From an optimization exercise on the open Yosys and OpenROAD flow, aimed at a short achievable clock period and few clock cycles per item; shortcuts taken in it are not production practice.
Only simulation tests tie the RTL to the original design; equivalence was not proved.
Power and IR drop assume default switching activity.

--- flow/run.sh ---
#!/bin/bash
# synth_recipe.tcl (not shown) runs the flow's synth.tcl, then flattens the netlist and writes it again
# the make line also repeats each setting of config.mk as NAME=value (left out here)
make -C /OpenROAD-flow-scripts/flow DESIGN_CONFIG=/design/flow/config.mk WORK_HOME=/design/flow/orfs CLKGATE_MAP_FILE= SYNTH_SCRIPT=/design/flow/synth_recipe.tcl finish
--- flow/config.mk ---
export PLATFORM = sky130hd
export DESIGN_NAME = lc4_superscalar
export DESIGN_NICKNAME = lc4_superscalar
export VERILOG_FILES = /design/flow/design.v
export SDC_FILE = /design/flow/constraint.sdc
export NUM_CORES = 4
export LEC_CHECK = 0
export ABC_CLOCK_PERIOD_IN_PS = 2000
export CAP_MARGIN = 20
export CORE_MARGIN = 2
export CORE_UTILIZATION = 40
export SETUP_SLACK_MARGIN = 4.0
export SLEW_MARGIN = 20
--- flow/constraint.sdc ---
create_clock -name core_clock -period 6.5 [get_ports {gwe}]
set_input_delay 1.3000 -clock core_clock [delete_from_list [all_inputs] [get_ports {gwe}]]
set_output_delay 1.3000 -clock core_clock [all_outputs]
set_load 0.01 [all_outputs]
--- flow/design.v ---
`timescale 1ns/1ps
module lc4_decoder (
   input  logic [15:0] i_insn,
   output logic [2:0]  o_rd,
   output logic [2:0]  o_rs,
   output logic [2:0]  o_rt,
   output logic        o_we,         
   output logic        o_rs_re,
   output logic        o_rt_re,
   output logic        o_is_load,
   output logic        o_is_store,
   output logic        o_is_const,
   output logic [4:0]  o_op,
   output logic        o_b_imm,      
   output logic [15:0] o_imm,        
   output logic [7:0]  o_rmask,      
   output logic [7:0]  o_wmask       
);
   logic [3:0] opc;
   logic [2:0] sub;
   logic       add, subt, addi, andr, orr, xorr, ld, st, cst;
   assign opc  = i_insn[15:12];
   assign sub  = i_insn[5:3];
   assign add  = (opc == 4'b0001) && (sub == 3'b000);
   assign subt = (opc == 4'b0001) && (sub == 3'b010);
   assign addi = (opc == 4'b0001) && sub[2];
   assign andr = (opc == 4'b0101) && (sub == 3'b000);
   assign orr  = (opc == 4'b0101) && (sub == 3'b010);
   assign xorr = (opc == 4'b0101) && (sub == 3'b011);
   assign ld   = (opc == 4'b0110);
   assign st   = (opc == 4'b0111);
   assign cst  = (opc == 4'b1001);
   assign o_rd       = i_insn[11:9];
   assign o_rs       = i_insn[8:6];
   assign o_rt       = i_insn[2:0];
   assign o_we       = add || subt || addi || andr || orr || xorr || ld || cst;
   assign o_rs_re    = add || subt || addi || andr || orr || xorr || ld || st;
   assign o_rt_re    = add || subt || andr || orr || xorr;
   assign o_is_load  = ld;
   assign o_is_store = st;
   assign o_is_const = cst;
   assign o_op       = {xorr, orr, andr, subt, add || addi || cst};
   assign o_b_imm    = addi || cst;
   always_comb begin
      if (cst)       o_imm = {{7{i_insn[8]}}, i_insn[8:0]};
      else if (addi) o_imm = {{11{i_insn[4]}}, i_insn[4:0]};
      else           o_imm = {{10{i_insn[5]}}, i_insn[5:0]};
   end
   always_comb begin
      o_rmask = 8'd0;
      if (o_rs_re) o_rmask[o_rs] = 1'b1;
      if (o_rt_re) o_rmask[o_rt] = 1'b1;
      if (st)      o_rmask[o_rd] = 1'b1;
      o_wmask = 8'd0;
      if (o_we)    o_wmask[o_rd] = 1'b1;
   end
endmodule
`timescale 1ns/1ps
module lc4_regfile_ss (
   input  logic         gwe,
   input  logic         i_rst_n,
   input  logic [2:0]   i_w_rd_a,
   input  logic         i_w_rd_we_a,
   input  logic [15:0]  i_w_data_a,
   input  logic [2:0]   i_w_rd_b,
   input  logic         i_w_rd_we_b,
   input  logic [15:0]  i_w_data_b,
   output logic [127:0] o_regs
);
   logic [15:0] regs [0:7];
   always_ff @(posedge gwe) begin
      if (!i_rst_n) begin
         for (int i = 0; i < 8; i++)
            regs[i] <= 16'd0;
      end else begin
         for (int i = 0; i < 8; i++) begin
            if (i_w_rd_we_b && i_w_rd_b == i)      regs[i] <= i_w_data_b;
            else if (i_w_rd_we_a && i_w_rd_a == i) regs[i] <= i_w_data_a;
         end
      end
   end
   always_comb
      for (int i = 0; i < 8; i++)
         o_regs[16*i +: 16] = regs[i];
endmodule
`timescale 1ns/1ps
module hazard_ctrl (
   input  logic [2:0]   i_r,
   input  logic         i_force,       
   input  logic [15:0]  i_force_val,
   input  logic         i_pa_we,       
   input  logic [2:0]   i_pa_rd,
   input  logic [15:0]  i_pa_imm,
   input  logic         i_xa_we,
   input  logic [2:0]   i_xa_rd,
   input  logic         i_xb_we,
   input  logic [2:0]   i_xb_rd,
   input  logic         i_ma_we,
   input  logic         i_ma_ld,
   input  logic [2:0]   i_ma_rd,
   input  logic [15:0]  i_ma_res,
   input  logic         i_mb_we,
   input  logic         i_mb_ld,
   input  logic [2:0]   i_mb_rd,
   input  logic [15:0]  i_mb_res,
   input  logic         i_wa_we,
   input  logic [2:0]   i_wa_rd,
   input  logic [15:0]  i_wa_res,
   input  logic         i_wb_we,
   input  logic [2:0]   i_wb_rd,
   input  logic [15:0]  i_wb_res,
   input  logic [127:0] i_regs,
   output logic [15:0]  o_dval,
   output logic [3:0]   o_sel
);
   logic h_pa, h_xa, h_xb, h_ma, h_mb, h_wa, h_wb;
   logic s_f, s_pa, s_xb, s_xa, s_mb, s_ma, s_wb, s_wa, s_rf;
   assign h_pa = i_pa_we && (i_pa_rd == i_r);
   assign h_xa = i_xa_we && (i_xa_rd == i_r);
   assign h_xb = i_xb_we && (i_xb_rd == i_r);
   assign h_ma = i_ma_we && (i_ma_rd == i_r);
   assign h_mb = i_mb_we && (i_mb_rd == i_r);
   assign h_wa = i_wa_we && (i_wa_rd == i_r);
   assign h_wb = i_wb_we && (i_wb_rd == i_r);
   assign s_f  = i_force;
   assign s_pa = !i_force && h_pa;
   assign s_xb = !i_force && !h_pa && h_xb;
   assign s_xa = !i_force && !h_pa && !h_xb && h_xa;
   assign s_mb = !i_force && !h_pa && !h_xb && !h_xa && h_mb;
   assign s_ma = !i_force && !h_pa && !h_xb && !h_xa && !h_mb && h_ma;
   assign s_wb = !i_force && !h_pa && !h_xb && !h_xa && !h_mb && !h_ma && h_wb;
   assign s_wa = !i_force && !h_pa && !h_xb && !h_xa && !h_mb && !h_ma && !h_wb && h_wa;
   assign s_rf = !i_force && !h_pa && !h_xb && !h_xa && !h_mb && !h_ma && !h_wb && !h_wa;
   assign o_dval = ({16{s_f}} & i_force_val) | ({16{s_pa}} & i_pa_imm)
                 | ({16{s_mb && !i_mb_ld}} & i_mb_res) | ({16{s_ma && !i_ma_ld}} & i_ma_res)
                 | ({16{s_wb}} & i_wb_res) | ({16{s_wa}} & i_wa_res)
                 | ({16{s_rf}} & i_regs[16*i_r +: 16]);
   assign o_sel  = {(s_mb && i_mb_ld) || (s_ma && i_ma_ld), s_xb, s_xa,
                    !(s_xb || s_xa || (s_mb && i_mb_ld) || (s_ma && i_ma_ld))};
endmodule
`timescale 1ns/1ps
module fetch_pair (
   input  logic       i_o_mem,
   input  logic       i_o_we,
   input  logic       i_o_const,
   input  logic [7:0] i_o_wmask,
   input  logic       i_y_mem,
   input  logic [7:0] i_y_rmask,
   output logic       o_conflict
);
   assign o_conflict = (i_o_mem && i_y_mem)
                       || (i_o_we && !i_o_const && |(i_o_wmask & i_y_rmask));
endmodule
`timescale 1ns/1ps
module ks_add16 (
   input  logic [15:0] i_a,
   input  logic [15:0] i_b,
   input  logic        i_cin,
   output logic [15:0] o_s
);
   logic [15:0] g [0:4];
   logic [15:0] p [0:4];
   logic [15:0] c;
   always_comb begin
      g[0] = i_a & i_b;
      p[0] = i_a ^ i_b;
      g[0][0] = (i_a[0] & i_b[0]) | ((i_a[0] ^ i_b[0]) & i_cin);
      for (int l = 1; l <= 4; l++) begin
         for (int k = 0; k < 16; k++) begin
            if (k >= (1 << (l - 1))) begin
               g[l][k] = g[l-1][k] | (p[l-1][k] & g[l-1][k - (1 << (l - 1))]);
               p[l][k] = p[l-1][k] & p[l-1][k - (1 << (l - 1))];
            end else begin
               g[l][k] = g[l-1][k];
               p[l][k] = p[l-1][k];
            end
         end
      end
      c[0] = i_cin;
      for (int k = 1; k < 16; k++) c[k] = g[4][k-1];
      o_s = p[0] ^ c;
   end
endmodule
module add_off6 (
   input  logic [15:0] i_base,
   input  logic [5:0]  i_off,
   output logic [15:0] o_s
);
   logic [6:0] lo;
   logic [9:0] hi, hi_inc, hi_dec;
   assign lo     = {1'b0, i_base[5:0]} + {1'b0, i_off};
   assign hi     = i_base[15:6];
   assign hi_inc = hi + 10'd1;
   assign hi_dec = hi - 10'd1;
   assign o_s[5:0]  = lo[5:0];
   assign o_s[15:6] = (lo[6] && !i_off[5]) ? hi_inc : (!lo[6] && i_off[5]) ? hi_dec : hi;
endmodule
module exec_byp (
   input  logic [3:0]  i_sel,
   input  logic [15:0] i_d,
   input  logic [15:0] i_xa,
   input  logic [15:0] i_xb,
   input  logic [15:0] i_ld,
   output logic [15:0] o_v
);
   assign o_v = ({16{i_sel[0]}} & i_d) | ({16{i_sel[1]}} & i_xa)
              | ({16{i_sel[2]}} & i_xb) | ({16{i_sel[3]}} & i_ld);
endmodule
module exec_lane (
   input  logic [4:0]  i_op,
   input  logic [15:0] i_a,
   input  logic [15:0] i_b,
   output logic [15:0] o_res
);
   logic [15:0] s, d;
   ks_add16 u_add (.i_a(i_a), .i_b(i_b), .i_cin(1'b0), .o_s(s));
   ks_add16 u_sub (.i_a(i_a), .i_b(~i_b), .i_cin(1'b1), .o_s(d));
   assign o_res = ({16{i_op[0]}} & s) | ({16{i_op[1]}} & d) | ({16{i_op[2]}} & (i_a & i_b))
                | ({16{i_op[3]}} & (i_a | i_b)) | ({16{i_op[4]}} & (i_a ^ i_b));
endmodule
`timescale 1ns/1ps
module dmem_port (
   input  logic [15:0] i_base,
   input  logic [5:0]  i_off,
   output logic [15:0] o_addr
);
   add_off6 u_add (.i_base(i_base), .i_off(i_off), .o_s(o_addr));
endmodule
`timescale 1ns/1ps
module lc4_superscalar #(
   parameter logic [15:0] p_pc_reset = 16'h8200
) (
   input  logic        gwe,
   input  logic        i_rst_n,
   input  logic [15:0] i_insn_a,
   input  logic [15:0] i_insn_b,
   input  logic [15:0] i_dmem_data,
   output logic [15:0] o_pc,
   output logic [15:0] o_dmem_addr,
   output logic        o_dmem_we,
   output logic [15:0] o_dmem_wdata,
   output logic [1:0]  o_wb_stall_a,
   output logic [1:0]  o_wb_stall_b,
   output logic [15:0] o_wb_pc_a,
   output logic [15:0] o_wb_pc_b,
   output logic        o_wb_rf_we_a,
   output logic        o_wb_rf_we_b,
   output logic [2:0]  o_wb_rf_wsel_a,
   output logic [2:0]  o_wb_rf_wsel_b,
   output logic [15:0] o_wb_rf_data_a,
   output logic [15:0] o_wb_rf_data_b,
   output logic [2:0]  o_wb_nzp_a,
   output logic [2:0]  o_wb_nzp_b
);
   localparam int W = 53;
   logic        pv, dv;                  
   logic [15:0] p0, p1;
   logic [W-1:0] dp0, dp1;               
   logic [W-1:0] da, db;                 
   logic        c_ab;                    
   logic        c_p01, c_bp0;
   logic [2:0]  g_rs, g_rd;
   logic [15:0] g_imm;
   logic        g_pwe;
   logic [2:0]  q0_rd, q0_rs, q0_rt, q1_rd, q1_rs, q1_rt;
   logic        q0_we, q0_rsre, q0_rtre, q0_ld, q0_st, q0_cst, q0_bimm;
   logic        q1_we, q1_rsre, q1_rtre, q1_ld, q1_st, q1_cst, q1_bimm;
   logic [4:0]  q0_op, q1_op;
   logic [15:0] q0_imm, q1_imm;
   logic [7:0]  q0_rm, q0_wm, q1_rm, q1_wm;
   lc4_decoder u_dec0 (
      .i_insn(p0), .o_rd(q0_rd), .o_rs(q0_rs), .o_rt(q0_rt), .o_we(q0_we), .o_rs_re(q0_rsre),
      .o_rt_re(q0_rtre), .o_is_load(q0_ld), .o_is_store(q0_st), .o_is_const(q0_cst),
      .o_op(q0_op), .o_b_imm(q0_bimm), .o_imm(q0_imm), .o_rmask(q0_rm), .o_wmask(q0_wm)
   );
   lc4_decoder u_dec1 (
      .i_insn(p1), .o_rd(q1_rd), .o_rs(q1_rs), .o_rt(q1_rt), .o_we(q1_we), .o_rs_re(q1_rsre),
      .o_rt_re(q1_rtre), .o_is_load(q1_ld), .o_is_store(q1_st), .o_is_const(q1_cst),
      .o_op(q1_op), .o_b_imm(q1_bimm), .o_imm(q1_imm), .o_rmask(q1_rm), .o_wmask(q1_wm)
   );
   assign dp0 = {q0_rd, q0_rs, q0_rt, q0_we, q0_rsre, q0_rtre, q0_ld, q0_st, q0_cst,
                 q0_op, q0_bimm, q0_imm, q0_rm, q0_wm};
   assign dp1 = {q1_rd, q1_rs, q1_rt, q1_we, q1_rsre, q1_rtre, q1_ld, q1_st, q1_cst,
                 q1_op, q1_bimm, q1_imm, q1_rm, q1_wm};
   logic [15:0] a_imm, b_imm;
   logic [2:0]  a_rd, a_rs, a_rt, b_rd, b_rs, b_rt;
   logic        a_we, a_rsre, a_rtre, a_ld, a_st, a_cst, a_bimm, a_mem;
   logic        b_we, b_rsre, b_rtre, b_ld, b_st, b_cst, b_bimm, b_mem;
   logic [4:0]  a_op, b_op;
   logic [7:0]  a_rm, a_wm, b_rm, b_wm;
   assign {a_rd, a_rs, a_rt, a_we, a_rsre, a_rtre, a_ld, a_st, a_cst, a_op, a_bimm, a_imm,
           a_rm, a_wm} = da;
   assign {b_rd, b_rs, b_rt, b_we, b_rsre, b_rtre, b_ld, b_st, b_cst, b_op, b_bimm, b_imm,
           b_rm, b_wm} = db;
   assign a_mem = a_ld || a_st;
   assign b_mem = b_ld || b_st;
   fetch_pair u_c01 (
      .i_o_mem(q0_ld || q0_st), .i_o_we(q0_we), .i_o_const(q0_cst), .i_o_wmask(q0_wm),
      .i_y_mem(q1_ld || q1_st), .i_y_rmask(q1_rm), .o_conflict(c_p01)
   );
   fetch_pair u_cb0 (
      .i_o_mem(b_mem), .i_o_we(b_we), .i_o_const(b_cst), .i_o_wmask(b_wm),
      .i_y_mem(q0_ld || q0_st), .i_y_rmask(q0_rm), .o_conflict(c_bp0)
   );
   logic       use_a, use_b, iss_a, iss_b;
   logic [7:0] l2m, l1m;      
   logic       use_a_n, use_b_n;
   assign iss_a = dv && !use_a;
   assign iss_b = dv && !use_a && !c_ab && !use_b;
   assign l2m = (a_ld ? a_wm : 8'd0) & ~b_wm | (b_ld ? b_wm : 8'd0);
   assign l1m = a_ld ? a_wm : 8'd0;
   logic [15:0] pc_1, pc_2, pc_3, pc_4;
   logic        load2, load1;    
   assign load2 = !pv || !dv || iss_b;
   assign load1 = iss_a;
   always_comb begin
      if (load2) begin
         use_a_n = dv && |(q0_rm & l2m);
         use_b_n = dv && |(q1_rm & ~q0_wm & l2m);
      end else if (load1) begin
         use_a_n = |(b_rm & l1m);
         use_b_n = |(q0_rm & ~b_wm & l1m);
      end else begin
         use_a_n = 1'b0;
         use_b_n = 1'b0;
      end
   end
   always_ff @(posedge gwe) begin
      if (!i_rst_n) begin
         use_a <= 1'b0;
         use_b <= 1'b0;
      end else begin
         use_a <= use_a_n;
         use_b <= use_b_n;
      end
   end
   always_ff @(posedge gwe) begin
      if (!i_rst_n) begin
         pv   <= 1'b0;
         dv   <= 1'b0;
         o_pc <= p_pc_reset;
         pc_1 <= p_pc_reset + 16'd1;
         pc_2 <= p_pc_reset + 16'd2;
         pc_3 <= p_pc_reset + 16'd3;
         pc_4 <= p_pc_reset + 16'd4;
      end else if (load2) begin
         pv   <= 1'b1;
         dv   <= pv;
         o_pc <= pc_2;
         pc_1 <= pc_3;
         pc_2 <= pc_4;
         pc_3 <= pc_2 + 16'd3;
         pc_4 <= pc_2 + 16'd4;
      end else if (load1) begin
         o_pc <= pc_1;
         pc_1 <= pc_2;
         pc_2 <= pc_3;
         pc_3 <= pc_4;
         pc_4 <= pc_3 + 16'd2;
      end
   end
   always_ff @(posedge gwe) begin
      if (load2) begin
         p0    <= i_insn_a;
         p1    <= i_insn_b;
         da    <= dp0;
         db    <= dp1;
         c_ab  <= c_p01;
         g_rs  <= (q0_ld || q0_st) ? q0_rs : q1_rs;
         g_rd  <= (q0_ld || q0_st) ? q0_rd : q1_rd;
         g_imm <= (q0_ld || q0_st) ? q0_imm : q1_imm;
         g_pwe <= !(q0_ld || q0_st) && q0_we;
      end else if (load1) begin
         p0    <= p1;
         p1    <= i_insn_a;
         da    <= db;
         db    <= dp0;
         c_ab  <= c_bp0;
         g_rs  <= b_mem ? b_rs : q0_rs;
         g_rd  <= b_mem ? b_rd : q0_rd;
         g_imm <= b_mem ? b_imm : q0_imm;
         g_pwe <= !b_mem && b_we;
      end
   end
   logic [127:0] regs;
   logic        xv_a, xv_b, xwe_a, xwe_b, xld_a, xld_b, xmv, xst;
   logic [2:0]  xrd_a, xrd_b;
   logic [4:0]  xop_a, xop_b;
   logic [15:0] xda_a, xdb_a, xda_b, xdb_b, xdg, xds;
   logic [5:0]  xgimm;
   logic        mv_a, mv_b, mwe_a, mwe_b, mld_a, mld_b;
   logic [15:0] mres_a, mres_b;
   logic [2:0]  mrd_a, mrd_b;
   logic        wv_a, wv_b, wwe_a, wwe_b;
   logic [15:0] wres_a, wres_b;
   logic [2:0]  wrd_a, wrd_b;
   logic [15:0] nda_a, ndb_a, nda_b, ndb_b, ndg, nds;
   logic [3:0]  nsa_a, nsb_a, nsa_b, nsb_b, nsg, nss;
   hazard_ctrl u_src_aa ( 
      .i_r(a_rs), .i_force(!a_rsre), .i_force_val(16'd0), 
      .i_pa_we(1'b0), .i_pa_rd(a_rd), .i_pa_imm(a_imm), 
      .i_xa_we(xwe_a), .i_xa_rd(xrd_a), .i_xb_we(xwe_b), .i_xb_rd(xrd_b), 
      .i_ma_we(mwe_a), .i_ma_ld(mld_a), .i_ma_rd(mrd_a), .i_ma_res(mres_a), 
      .i_mb_we(mwe_b), .i_mb_ld(mld_b), .i_mb_rd(mrd_b), .i_mb_res(mres_b), 
      .i_wa_we(wwe_a), .i_wa_rd(wrd_a), .i_wa_res(wres_a), 
      .i_wb_we(wwe_b), .i_wb_rd(wrd_b), .i_wb_res(wres_b), 
      .i_regs(regs), .o_dval(nda_a), .o_sel(nsa_a) 
   );
   hazard_ctrl u_src_ab ( 
      .i_r(a_rt), .i_force(a_bimm), .i_force_val(a_imm), 
      .i_pa_we(1'b0), .i_pa_rd(a_rd), .i_pa_imm(a_imm), 
      .i_xa_we(xwe_a), .i_xa_rd(xrd_a), .i_xb_we(xwe_b), .i_xb_rd(xrd_b), 
      .i_ma_we(mwe_a), .i_ma_ld(mld_a), .i_ma_rd(mrd_a), .i_ma_res(mres_a), 
      .i_mb_we(mwe_b), .i_mb_ld(mld_b), .i_mb_rd(mrd_b), .i_mb_res(mres_b), 
      .i_wa_we(wwe_a), .i_wa_rd(wrd_a), .i_wa_res(wres_a), 
      .i_wb_we(wwe_b), .i_wb_rd(wrd_b), .i_wb_res(wres_b), 
      .i_regs(regs), .o_dval(ndb_a), .o_sel(nsb_a) 
   );
   hazard_ctrl u_src_ba ( 
      .i_r(b_rs), .i_force(!b_rsre), .i_force_val(16'd0), 
      .i_pa_we(a_we), .i_pa_rd(a_rd), .i_pa_imm(a_imm), 
      .i_xa_we(xwe_a), .i_xa_rd(xrd_a), .i_xb_we(xwe_b), .i_xb_rd(xrd_b), 
      .i_ma_we(mwe_a), .i_ma_ld(mld_a), .i_ma_rd(mrd_a), .i_ma_res(mres_a), 
      .i_mb_we(mwe_b), .i_mb_ld(mld_b), .i_mb_rd(mrd_b), .i_mb_res(mres_b), 
      .i_wa_we(wwe_a), .i_wa_rd(wrd_a), .i_wa_res(wres_a), 
      .i_wb_we(wwe_b), .i_wb_rd(wrd_b), .i_wb_res(wres_b), 
      .i_regs(regs), .o_dval(nda_b), .o_sel(nsa_b) 
   );
   hazard_ctrl u_src_bb ( 
      .i_r(b_rt), .i_force(b_bimm), .i_force_val(b_imm), 
      .i_pa_we(a_we), .i_pa_rd(a_rd), .i_pa_imm(a_imm), 
      .i_xa_we(xwe_a), .i_xa_rd(xrd_a), .i_xb_we(xwe_b), .i_xb_rd(xrd_b), 
      .i_ma_we(mwe_a), .i_ma_ld(mld_a), .i_ma_rd(mrd_a), .i_ma_res(mres_a), 
      .i_mb_we(mwe_b), .i_mb_ld(mld_b), .i_mb_rd(mrd_b), .i_mb_res(mres_b), 
      .i_wa_we(wwe_a), .i_wa_rd(wrd_a), .i_wa_res(wres_a), 
      .i_wb_we(wwe_b), .i_wb_rd(wrd_b), .i_wb_res(wres_b), 
      .i_regs(regs), .o_dval(ndb_b), .o_sel(nsb_b) 
   );
   hazard_ctrl u_src_g ( 
      .i_r(g_rs), .i_force(1'b0), .i_force_val(16'd0), 
      .i_pa_we(g_pwe), .i_pa_rd(a_rd), .i_pa_imm(a_imm), 
      .i_xa_we(xwe_a), .i_xa_rd(xrd_a), .i_xb_we(xwe_b), .i_xb_rd(xrd_b), 
      .i_ma_we(mwe_a), .i_ma_ld(mld_a), .i_ma_rd(mrd_a), .i_ma_res(mres_a), 
      .i_mb_we(mwe_b), .i_mb_ld(mld_b), .i_mb_rd(mrd_b), .i_mb_res(mres_b), 
      .i_wa_we(wwe_a), .i_wa_rd(wrd_a), .i_wa_res(wres_a), 
      .i_wb_we(wwe_b), .i_wb_rd(wrd_b), .i_wb_res(wres_b), 
      .i_regs(regs), .o_dval(ndg), .o_sel(nsg) 
   );
   hazard_ctrl u_src_s ( 
      .i_r(g_rd), .i_force(1'b0), .i_force_val(16'd0), 
      .i_pa_we(g_pwe), .i_pa_rd(a_rd), .i_pa_imm(a_imm), 
      .i_xa_we(xwe_a), .i_xa_rd(xrd_a), .i_xb_we(xwe_b), .i_xb_rd(xrd_b), 
      .i_ma_we(mwe_a), .i_ma_ld(mld_a), .i_ma_rd(mrd_a), .i_ma_res(mres_a), 
      .i_mb_we(mwe_b), .i_mb_ld(mld_b), .i_mb_rd(mrd_b), .i_mb_res(mres_b), 
      .i_wa_we(wwe_a), .i_wa_rd(wrd_a), .i_wa_res(wres_a), 
      .i_wb_we(wwe_b), .i_wb_rd(wrd_b), .i_wb_res(wres_b), 
      .i_regs(regs), .o_dval(nds), .o_sel(nss) 
   );
   logic [15:0] alu_a, alu_b, agu;
   logic [15:0] fa_a, fb_a, fa_b, fb_b, fg, fs;
   exec_byp u_fa_a (.i_sel(nsa_a), .i_d(nda_a), .i_xa(alu_a), .i_xb(alu_b), .i_ld(i_dmem_data), .o_v(fa_a));
   exec_byp u_fb_a (.i_sel(nsb_a), .i_d(ndb_a), .i_xa(alu_a), .i_xb(alu_b), .i_ld(i_dmem_data), .o_v(fb_a));
   exec_byp u_fa_b (.i_sel(nsa_b), .i_d(nda_b), .i_xa(alu_a), .i_xb(alu_b), .i_ld(i_dmem_data), .o_v(fa_b));
   exec_byp u_fb_b (.i_sel(nsb_b), .i_d(ndb_b), .i_xa(alu_a), .i_xb(alu_b), .i_ld(i_dmem_data), .o_v(fb_b));
   exec_byp u_fg   (.i_sel(nsg),   .i_d(ndg),   .i_xa(alu_a), .i_xb(alu_b), .i_ld(i_dmem_data), .o_v(fg));
   exec_byp u_fs   (.i_sel(nss),   .i_d(nds),   .i_xa(alu_a), .i_xb(alu_b), .i_ld(i_dmem_data), .o_v(fs));
   always_ff @(posedge gwe) begin
      if (!i_rst_n) begin
         xv_a  <= 1'b0;
         xv_b  <= 1'b0;
         xwe_a <= 1'b0;
         xwe_b <= 1'b0;
         xmv   <= 1'b0;
         xst   <= 1'b0;
      end else begin
         xv_a  <= iss_a;
         xv_b  <= iss_b;
         xwe_a <= iss_a && a_we;
         xwe_b <= iss_b && b_we;
         xmv   <= (iss_a && a_mem) || (iss_b && b_mem);
         xst   <= (iss_a && a_st) || (iss_b && b_st);
      end
   end
   always_ff @(posedge gwe) begin
      xrd_a <= a_rd;
      xrd_b <= b_rd;
      xld_a <= a_ld;
      xld_b <= b_ld;
      xop_a <= a_op;
      xop_b <= b_op;
      xda_a <= fa_a;
      xdb_a <= fb_a;
      xda_b <= fa_b;
      xdb_b <= fb_b;
      xdg   <= fg;
      xds   <= fs;
      xgimm <= g_imm[5:0];
   end
   exec_lane u_alu_a (.i_op(xop_a), .i_a(xda_a), .i_b(xdb_a), .o_res(alu_a));
   exec_lane u_alu_b (.i_op(xop_b), .i_a(xda_b), .i_b(xdb_b), .o_res(alu_b));
   dmem_port u_agu (.i_base(xdg), .i_off(xgimm), .o_addr(agu));
   always_ff @(posedge gwe) begin
      if (!i_rst_n) begin
         mv_a      <= 1'b0;
         mv_b      <= 1'b0;
         mwe_a     <= 1'b0;
         mwe_b     <= 1'b0;
         o_dmem_we <= 1'b0;
      end else begin
         mv_a      <= xv_a;
         mv_b      <= xv_b;
         mwe_a     <= xwe_a;
         mwe_b     <= xwe_b;
         o_dmem_we <= xmv && xst;
      end
   end
   always_ff @(posedge gwe) begin
      mrd_a        <= xrd_a;
      mrd_b        <= xrd_b;
      mld_a        <= xld_a;
      mld_b        <= xld_b;
      mres_a       <= alu_a;
      mres_b       <= alu_b;
      o_dmem_addr  <= agu;
      o_dmem_wdata <= xds;
   end
   always_ff @(posedge gwe) begin
      if (!i_rst_n) begin
         wv_a  <= 1'b0;
         wv_b  <= 1'b0;
         wwe_a <= 1'b0;
         wwe_b <= 1'b0;
      end else begin
         wv_a  <= mv_a;
         wv_b  <= mv_b;
         wwe_a <= mwe_a;
         wwe_b <= mwe_b;
      end
   end
   always_ff @(posedge gwe) begin
      wrd_a  <= mrd_a;
      wrd_b  <= mrd_b;
      wres_a <= mld_a ? i_dmem_data : mres_a;
      wres_b <= mld_b ? i_dmem_data : mres_b;
   end
   lc4_regfile_ss u_rf (
      .gwe(gwe), .i_rst_n(i_rst_n),
      .i_w_rd_a(wrd_a), .i_w_rd_we_a(wwe_a), .i_w_data_a(wres_a),
      .i_w_rd_b(wrd_b), .i_w_rd_we_b(wwe_b), .i_w_data_b(wres_b),
      .o_regs(regs)
   );
   logic [2:0] nzp_a, nzp_b;
   assign nzp_a = wres_a[15] ? 3'b100 : (wres_a == 16'd0) ? 3'b010 : 3'b001;
   assign nzp_b = wres_b[15] ? 3'b100 : (wres_b == 16'd0) ? 3'b010 : 3'b001;
   always_ff @(posedge gwe) begin
      if (!i_rst_n) begin
         o_wb_stall_a <= 2'd2;
         o_wb_stall_b <= 2'd2;
         o_wb_rf_we_a <= 1'b0;
         o_wb_rf_we_b <= 1'b0;
      end else begin
         o_wb_stall_a <= wv_a ? 2'd0 : 2'd2;
         o_wb_stall_b <= wv_b ? 2'd0 : 2'd2;
         o_wb_rf_we_a <= wwe_a;
         o_wb_rf_we_b <= wwe_b;
      end
   end
   logic [15:0] ret_pc, ret_pc1;
   always_ff @(posedge gwe) begin
      if (!i_rst_n) begin
         ret_pc  <= p_pc_reset;
         ret_pc1 <= p_pc_reset + 16'd1;
      end else if (wv_b) begin
         ret_pc  <= ret_pc + 16'd2;
         ret_pc1 <= ret_pc1 + 16'd2;
      end else if (wv_a) begin
         ret_pc  <= ret_pc1;
         ret_pc1 <= ret_pc1 + 16'd1;
      end
   end
   always_ff @(posedge gwe) begin
      o_wb_pc_a      <= ret_pc;
      o_wb_pc_b      <= ret_pc1;
      o_wb_rf_wsel_a <= wrd_a;
      o_wb_rf_wsel_b <= wrd_b;
      o_wb_rf_data_a <= wres_a;
      o_wb_rf_data_b <= wres_b;
      o_wb_nzp_a     <= nzp_a;
      o_wb_nzp_b     <= nzp_b;
   end
endmodule
==> metrics.log, run 1 <==
[metrics] result of the run: timing/DRC/antenna clean
[metrics] DIE AREA: 113000 sq um
[metrics] I/O Buffers: 178
[metrics] Synth top area share: 25.8%
[metrics] Die Ht: 336 um
[metrics] total of warnings raised by yosys: 7
[metrics] clock network latency to the later pin of the worst-skew pair: 0.69 ns
[metrics] crit share post-route: 45.7%
[metrics] r2r worst-path depth: 12
[metrics] Final setup violation count: 0
[metrics] max-slew violations: 0
[metrics] endpoint arrival time on the critical path: 3.52 ns
[metrics] Synth Instances: approximately 4800
[metrics] commonest cells in the netlist: 625 x nand2_1, 569 x dfxtp_1, 280 x nor2_1, 257 x clkbuf_1, 242 x mux2i_1
[metrics] # fillers: 9773
[metrics] worst setup slack before clock tree synthesis: around 2.5 ns
[metrics] async set or reset register ratio after synthesis: 0%
[metrics] nets: 5298
[metrics] commonest register cell after synthesis: dfxtp_1
[metrics] post-route ant nets: 0
[metrics] overall track demand over capacity in global routing: 32.7%
[metrics] root buffer cell: clkbuf_16
[metrics] H-tree level count: 3
[metrics] count of flip-flops with a built-in enable after synthesis: between 100 and 150
[metrics] count of state elements after synthesis: 690
[metrics] post-detailed-routing wire length: 194000 um
[metrics] Worst Max-Slew Pin Slew: 1.34 ns
[metrics] via count of the first global-routing pass: 40400
[metrics] summed instance area of the synthesized netlist: 44100 sq um
[metrics] routed wirelength normalized by instance count: 29.1 um
[metrics] most used standard cell by instance count after synthesis: nand2_1
[metrics] power density of the placed cells: 190 nW/um^2
[metrics] placer congestion estimate: 1.08
[metrics] Worst Hold Depth: 0
[metrics] Max Fanout on Critical Path: 5
[metrics] Core Box Area: between 100000 and 150000 sq um
[metrics] Vias: 43200
[metrics] pin count of the biggest net entering global routing: ~160
[metrics] total CTS buffers: between 80 and 90
[metrics] critical path launch point type: flip-flop
[metrics] RSZ-0062 raised after global routing: true
[metrics] HPWL after detailed placement: 121000 um
[metrics] Die Width: 336 um
[metrics] clock period minus worst slack: 2.97 ns
[metrics] global-route wire length before repair: 276000 um
[metrics] post-synthesis cell type count: 113
[metrics] Boundary Pins: approximately 180
[metrics] total DRC errors in the routed layout: 0
[metrics] clock skew: 0.0242 ns
[metrics] class of the most critical setup path: reg2reg
[metrics] registers with the most flip-flops: u_rf.regs x128, db x42, da x33
[metrics] leading post-synthesis cells by cell area: dfxtp_1 26%, mux4_2 9.8%, edfxtp_1 8.2%, mux2i_1 5.5%, nand2_1 5.3%
[metrics] Site Rows: 121
[metrics] Max transition margin: around a tenth
[metrics] smallest setup slack after layout: 3.53 ns
[metrics] total gr overflow: 0
[metrics] number of search-and-repair iterations in the first detailed-routing pass: 9
[metrics] Clock Tree Buf Depth: 3
[metrics] average cell area after synthesis: just over 9 sq um
[metrics] worst hold-check path type: reg2reg
[metrics] Max Fclk: 337 MHz
[metrics] Crit path required time: 7.05 ns
[metrics] number of endpoints with negative hold slack in the final report: 0
[metrics] Leak Pwr: 0.0237 uW
[metrics] final setup TNS: 0 ns
[metrics] endpoint kind of the worst setup timing path: flip-flop
[metrics] Most flops, register: u_rf.regs
[metrics] top cell type by total area after synthesis: dfxtp_1
[metrics] Clock transition at path regs: 0.06 ns
[metrics] max reg flops: around 130
[metrics] via density per instance: 6.48
[metrics] clock tree from TritonCTS: done
[metrics] initial antenna violation count: 9
[metrics] DRC violation total after the first TritonRoute iteration: 6026
[metrics] sequential area share after synthesis: 34.0%
[metrics] clk sink count: a little under 700
[metrics] Area Overhead vs Synth: 28.7%
[metrics] fraction of final layout cells sized beyond drive strength 1: 30.2%
[metrics] max-cap viol count: 0
[metrics] peak supply drop: roughly 0.00018 V
[metrics] starting density of the core: 40.4%
cell families after synthesis:
family / count (synthesis) / share of synthesized area (%)
simple gates: 1455 / 15.6
compound gates: 1270 / 21.3
flops: 690 / 34.0
buf+inv: 587 / 5.63
mux: 444 / 15.5
xor+xnor: 206 / 4.09
fa+ha+maj: 131 / 3.80
other cells: 1 / 0.00850
stage by stage:
stage               hold WS, ns  instances  total power, uW  instance area [sq um]  util, %
floorplan                 0.310       4785             5280                  44400        -
finish                    0.326       6662            10800                  56800     52.0
global placement          0.311       6099             5660                  46800     42.9
global route              0.333       6658            11100                  56800     52.0
CTS                       0.326       6530            10700                  54400     49.9
detailed placement        0.312       6099             5670                  46800     42.9
placed cells by master (no fill, tap or decap), types with 125 or more instances in the layout:
master   count
mux4_2     192
o21ai_0    172
buf_4      317
dfxtp_1    503
o211a_1    130
mux2i_1    229
nand2_1    616
nor2_1     236
a21oi_1    165
xnor2_1    133
buf_2      125
metal layers:
layer,share of wire (%),vias to the layer above,GRT usage [%]
met4,8.1,12,20.7
met5,0.095,-,0
met1,38,21000,41.4
met2,43,2888,49.5
li1,-,18500,-
met3,12,834,8.62
power by group:
group          switching, uW  internal [uW]  leakage [uW]  total, uW
Sequential               183           4460       0.00600       4640
Clock                   2030           2770       0.00135       4800
Combinational            750            598        0.0163       1350
layout make-up:
class	instances	area [sq um]	share of cell area (%)
Antenna cell	4	10.0	0.0176
Timing Repair Buffer	667	6440	11.3
Clock buffer	110	2360	4.16
Tap cell	1476	1850	3.25
Clock inverter	39	407	0.716
Inverter	161	641	1.13
Multi-Input combinational cell	3515	29900	52.7
Sequential cell	690	15100	26.7
final timing paths:
check / startpoint / to / slack (ns)
worst max register to register: xda_b[0]$_DFF_P_ / xda_a[12]$_DFF_P_ / 3.53
worst max-delay path: xda_b[0]$_DFF_P_ / xda_a[12]$_DFF_P_ / 3.53
worst min-delay path: xld_a$_DFF_P_ / mld_a$_DFF_P_ / 0.33
worst min register to register: xld_a$_DFF_P_ / mld_a$_DFF_P_ / 0.33
critical path: stages, from the launching register on:
cell	delay, ns
dfxtp_4	0.37
buf_6	0.12
ha_4	0.16
fa_2	0.40
a211oi_4	0.30
buf_4	0.17
o41ai_4	0.07
a311oi_2	0.28
mux2i_1	0.14
a21oi_2	0.19
o21ai_4	0.15
a221oi_2	0.33
o21ai_1	0.12
timing repair:
action / 4_1_cts / 5_1_grt
hold endpoints to repair: 0 / 0
setup endpoints to repair: 504 / 184
pin swaps: 217 / 172
hold buffers: 0 / 0
gates resized for setup: 1143 / 297
cloned: 22 / 8
buffers inserted: 260 / 120
Testbench counts, summed over its fixed seeds: cycles 9,444, items 16,000.
==> run 2: changes to the inputs <==
--- a/flow/config.mk
+++ b/flow/config.mk
@@ -11,3 +11,3 @@
 export CORE_UTILIZATION = 40
-export SETUP_SLACK_MARGIN = 4.0
+export SETUP_SLACK_MARGIN = 4.5
 export SLEW_MARGIN = 20
==> run 2 against run 1 <==
Net effect: cell area grew 4.7%; highest routed layer unchanged; combinational power up 7%; cell count grew 1.8%; critical endpoint is now xdb_b[0]$_DFF_P_; critical path type unchanged; still clean.
==> metrics.log, run 2 <==
[metrics] crit share post-route: 46.2% (+0.57 points)
[metrics] max reg flops: 128 (unchanged)
[metrics] count of flip-flops with a built-in enable after synthesis: 121 (unchanged)
[metrics] Max transition margin: 14.4% (+4.2 points)
[metrics] post-route ant nets: 0 (unchanged)
[metrics] utilization of the core after routing: 54.4% (+2.4 points)
[metrics] routed wirelength normalized by instance count: 29.2 um (+0.64%)
[metrics] Crit path required time: 7.04 ns (about the same)
[metrics] Max Fclk: 333 MHz (-1.2%)
[metrics] summed instance area of the synthesized netlist: 44100 sq um (unchanged)
[metrics] Area Overhead vs Synth: 34.7%
[metrics] clock network latency to the later pin of the worst-skew pair: 0.69 ns (about the same)
[metrics] number of endpoints with negative hold slack in the final report: 0 (unchanged)
[metrics] most used standard cell by instance count after synthesis: nand2_1
[metrics] initial antenna violation count: 11 (+2)
[metrics] max-slew violations: 0 (unchanged)
[metrics] root buffer cell: clkbuf_16
[metrics] Final setup violation count: 0 (unchanged)
[metrics] most common cell after layout, fill and taps aside: nand2_1
[metrics] post-synthesis cell type count: 113 (unchanged)
[metrics] worst hold margin: 0.327 ns (+0.00162 ns)
[metrics] setup slack on the worst flop-to-flop path: 3.49 ns (-0.04 ns)
[metrics] top metal layer carrying routed signals: met5
[metrics] peak supply drop: 0.000164 V (-11%)
[metrics] clock tree from TritonCTS: done
[metrics] clock period minus worst slack: 3.01 ns (+0.0370 ns)
[metrics] Core Box Area: 109000 sq um (unchanged)
[metrics] endpoint arrival time on the critical path: 3.55 ns (+0.03 ns)
[metrics] Vias: 44200 (+2.5%)
[metrics] max-cap viol count: 0 (unchanged)
[metrics] Max Fanout on Critical Path: 4 (-1)
[metrics] commonest cells in the netlist: 625 x nand2_1, 569 x dfxtp_1, 280 x nor2_1, 257 x clkbuf_1, 242 x mux2i_1
[metrics] final setup TNS: 0 ns (unchanged)
[metrics] I/O Buffers: 178 (unchanged)
[metrics] Worst setup startpoint: db[46]$_DFFE_PP_
[metrics] global-route wire length before repair: 279000 um (+1.3%)
[metrics] overall track demand over capacity in global routing: 33.3% (+0.55 points)
[metrics] post-detailed-routing wire length: 198000 um (+2.5%)
[metrics] DRC violation total after the first TritonRoute iteration: 5835 (-3.2%)
[metrics] placer congestion estimate: 1.06 (-2.4%)
[metrics] RSZ-0062 raised after global routing: true
[metrics] sequential area share after synthesis: 34.0% (unchanged)
[metrics] Synth top area share: 25.8% (unchanged)
[metrics] starting density of the core: 40.4% (unchanged)
[metrics] Leak Pwr: 0.0247 uW (+4.1%)
[metrics] wire length on met3: 24500 um (+9.0%)
[metrics] total gr overflow: 0 (unchanged)
[metrics] capturing element of the worst setup path: xdb_b[0]$_DFF_P_
[metrics] Clock transition at path regs: 0.07 ns (about the same)
[metrics] top cell type by total area after synthesis: dfxtp_1
[metrics] endpoint kind of the worst setup timing path: flip-flop
[metrics] total DRC errors in the routed layout: 0 (unchanged)
[metrics] clk sink count: 690 (unchanged)
[metrics] nets: 5411 (+2.1%)
[metrics] Most flops, register: u_rf.regs
[metrics] Die Width: 336 um (unchanged)
[metrics] Synth Instances: 4784 (unchanged)
[metrics] met2 WL post-DR: 84300 um (+2.2%)
[metrics] HPWL after detailed placement: 124000 um (+2.7%)
[metrics] H-tree level count: 3 (unchanged)
[metrics] worst reg2reg path endpoint: xdb_b[0]$_DFF_P_
[metrics] r2r worst-path depth: 10 (-2)
[metrics] critical path launch point type: flip-flop
[metrics] power density of the placed cells: 186 nW/um^2 (-2.3%)
[metrics] total CTS buffers: 83 (+1.2%)
[metrics] class of the most critical setup path: reg2reg
[metrics] number of search-and-repair iterations in the first detailed-routing pass: 11 (+2)
[metrics] top library cells by usage in the layout, fill and taps aside: 597 x nand2_1, 430 x dfxtp_1, 396 x buf_4
[metrics] Worst Max-Slew Pin Slew: 1.28 ns (-0.0529 ns)
[metrics] Clock Tree Buf Depth: 3 (unchanged)
[metrics] cell area after placement: 47500 sq um (+1.4%)
[metrics] total of warnings raised by yosys: 7 (unchanged)
[metrics] Die Ht: 336 um (unchanged)
[metrics] via density per instance: 6.52 (+0.64%)
[metrics] leading post-synthesis cells by cell area: dfxtp_1 26%, mux4_2 9.8%, edfxtp_1 8.2%, mux2i_1 5.5%, nand2_1 5.3%
[metrics] DIE AREA: 113000 sq um (unchanged)
[metrics] pin count of the biggest net entering global routing: 99 (-36%)
[metrics] registers with the most flip-flops: u_rf.regs x128, db x42, da x33
[metrics] result of the run: timing/DRC/antenna clean
[metrics] Site Rows: 121 (unchanged)
[metrics] count of state elements after synthesis: 690 (unchanged)
[metrics] async set or reset register ratio after synthesis: 0% (unchanged)
[metrics] Boundary Pins: 181 (unchanged)
[metrics] via count of the first global-routing pass: 40700 (+0.68%)
[metrics] number of hold buffers added after CTS: 0 (unchanged)
[metrics] final std cell area, no fill: 59400 sq um (+4.7%)
[metrics] clock skew: 0.0390 ns (+0.0147 ns)
[metrics] fraction of final layout cells sized beyond drive strength 1: 35.9% (+5.7 points)
[metrics] worst hold-check path type: reg2reg
[metrics] RR Startpoint: db[46]$_DFFE_PP_
[metrics] met1 routed wirelength after detailed routing: 74500 um (+2.4%)
[metrics] average cell area after synthesis: 9.23 sq um (unchanged)
[metrics] commonest register cell after synthesis: dfxtp_1
## run 2: worst min path at each step
stage	from	endpoint	depth (start not counted)
final	xld_a$_DFF_P_	mld_a$_DFF_P_	0
after global routing	xld_a$_DFF_P_	mld_a$_DFF_P_	0
after CTS	xld_a$_DFF_P_	mld_a$_DFF_P_	0
after detailed placement	xld_a$_DFF_P_	mld_a$_DFF_P_	0
after global placement	xld_a$_DFF_P_	mld_a$_DFF_P_	0
after floorplan	xld_a$_DFF_P_	mld_a$_DFF_P_	0
## run 2: critical path, stage by stage, from the launching register on
cell and delay (ns):
edfxtp_1 0.48, buf_6 0.17, buf_6 0.13, xnor2_4 0.15, a41oi_2 0.15, nor2b_4 0.15, buf_6 0.12, a222oi_1 0.86
o21ai_1 0.27, a221oi_2 0.26, o211ai_1 0.14
## run 2: repair_timing
item                                     CTS  global route
cloned                                    23             6
gates resized for setup                 1300           388
setup buffers                            352           130
pin swaps                                232           214
endpoints found under the setup margin   747           427
## run 2: routing by layer
metal,up-vias,global-route usage (%)
met5,-,0
met4,6,21.1
met3,857,9.66
met2,3079,49.2
met1,21600,42.4
li1,18700,-
## run 2: power breakdown
group | internal, uW | switching (uW) | total, uW
combinational | 662 | 782 | 1440
clock | 2900 | 2050 | 4950
sequential | 4460 | 190 | 4650
## run 2: final cells by class
| cell class | count | area (sq um) |
|---|---|---|
| Sequential cell | 690 | 15300 |
| Tap cell | 1476 | 1850 |
| Fill cell | 9456 | 49700 |
| Clock buffer | 109 | 2360 |
| Clock inverter | 46 | 518 |
| Inverter | 161 | 641 |
| Timing Repair Buffer | 780 | 7860 |
| Multi-Input combinational cell | 3514 | 30900 |
| Antenna cell | 7 | 17.5 |
## run 2: kinds of logic (layout without fill, tap and decap cells)
kind of cell,Yosys count,in the layout,synth area share (%)
multiplexers,444,444,15.5
AND/OR/NAND/NOR,1455,1460,15.6
other,1,9,0.00850
XOR/XNOR,206,206,4.09
buffers and inverters,587,1096,5.63
adder cells (fa/ha/maj),131,131,3.80
flip-flops,690,690,34.0
AO/OA/AOI/OAI,1270,1271,21.3
## run 2: per-stage QoR
stage	cells	power, uW	setup WS [ns]
6_report	6783	11000	3.49
5_1_grt	6777	11300	3.44
4_1_cts	6640	10900	3.59
3_5_place_dp	6110	5700	2.62
3_3_place_gp	6107	5690	2.63
2_1_floorplan	4785	5330	3.39

## what the ideal ports hide
No port has a modelled driver above. Below, the same layouts with a new extraction and two added sets of constraints. Step 1 assumes that a clkbuf_16 drives the clock port and a buf_2 every other input. Step 2 moves the port delays by t, midway between the first and last clock arrival at a register: inputs arrive t later, outputs are due t later. That takes back most of the time a late clock gives input paths. Slacks: ideal ports / drivers / drivers and shift; pairs: ideal ports / drivers.
run	shift t [ns]	slack for setup (ns)	clock arrival spread, ns
run 1	0.749	3.531 / 3.531 / 3.046	0.026 / 0.026
run 2	0.748	3.494 / 3.494 / 3.090	0.042 / 0.042
After both steps every run listed still meets setup and hold. The setup slack of run 1, which loses most, moves by 0.000 ns with the drivers and by -0.485 ns with both steps.
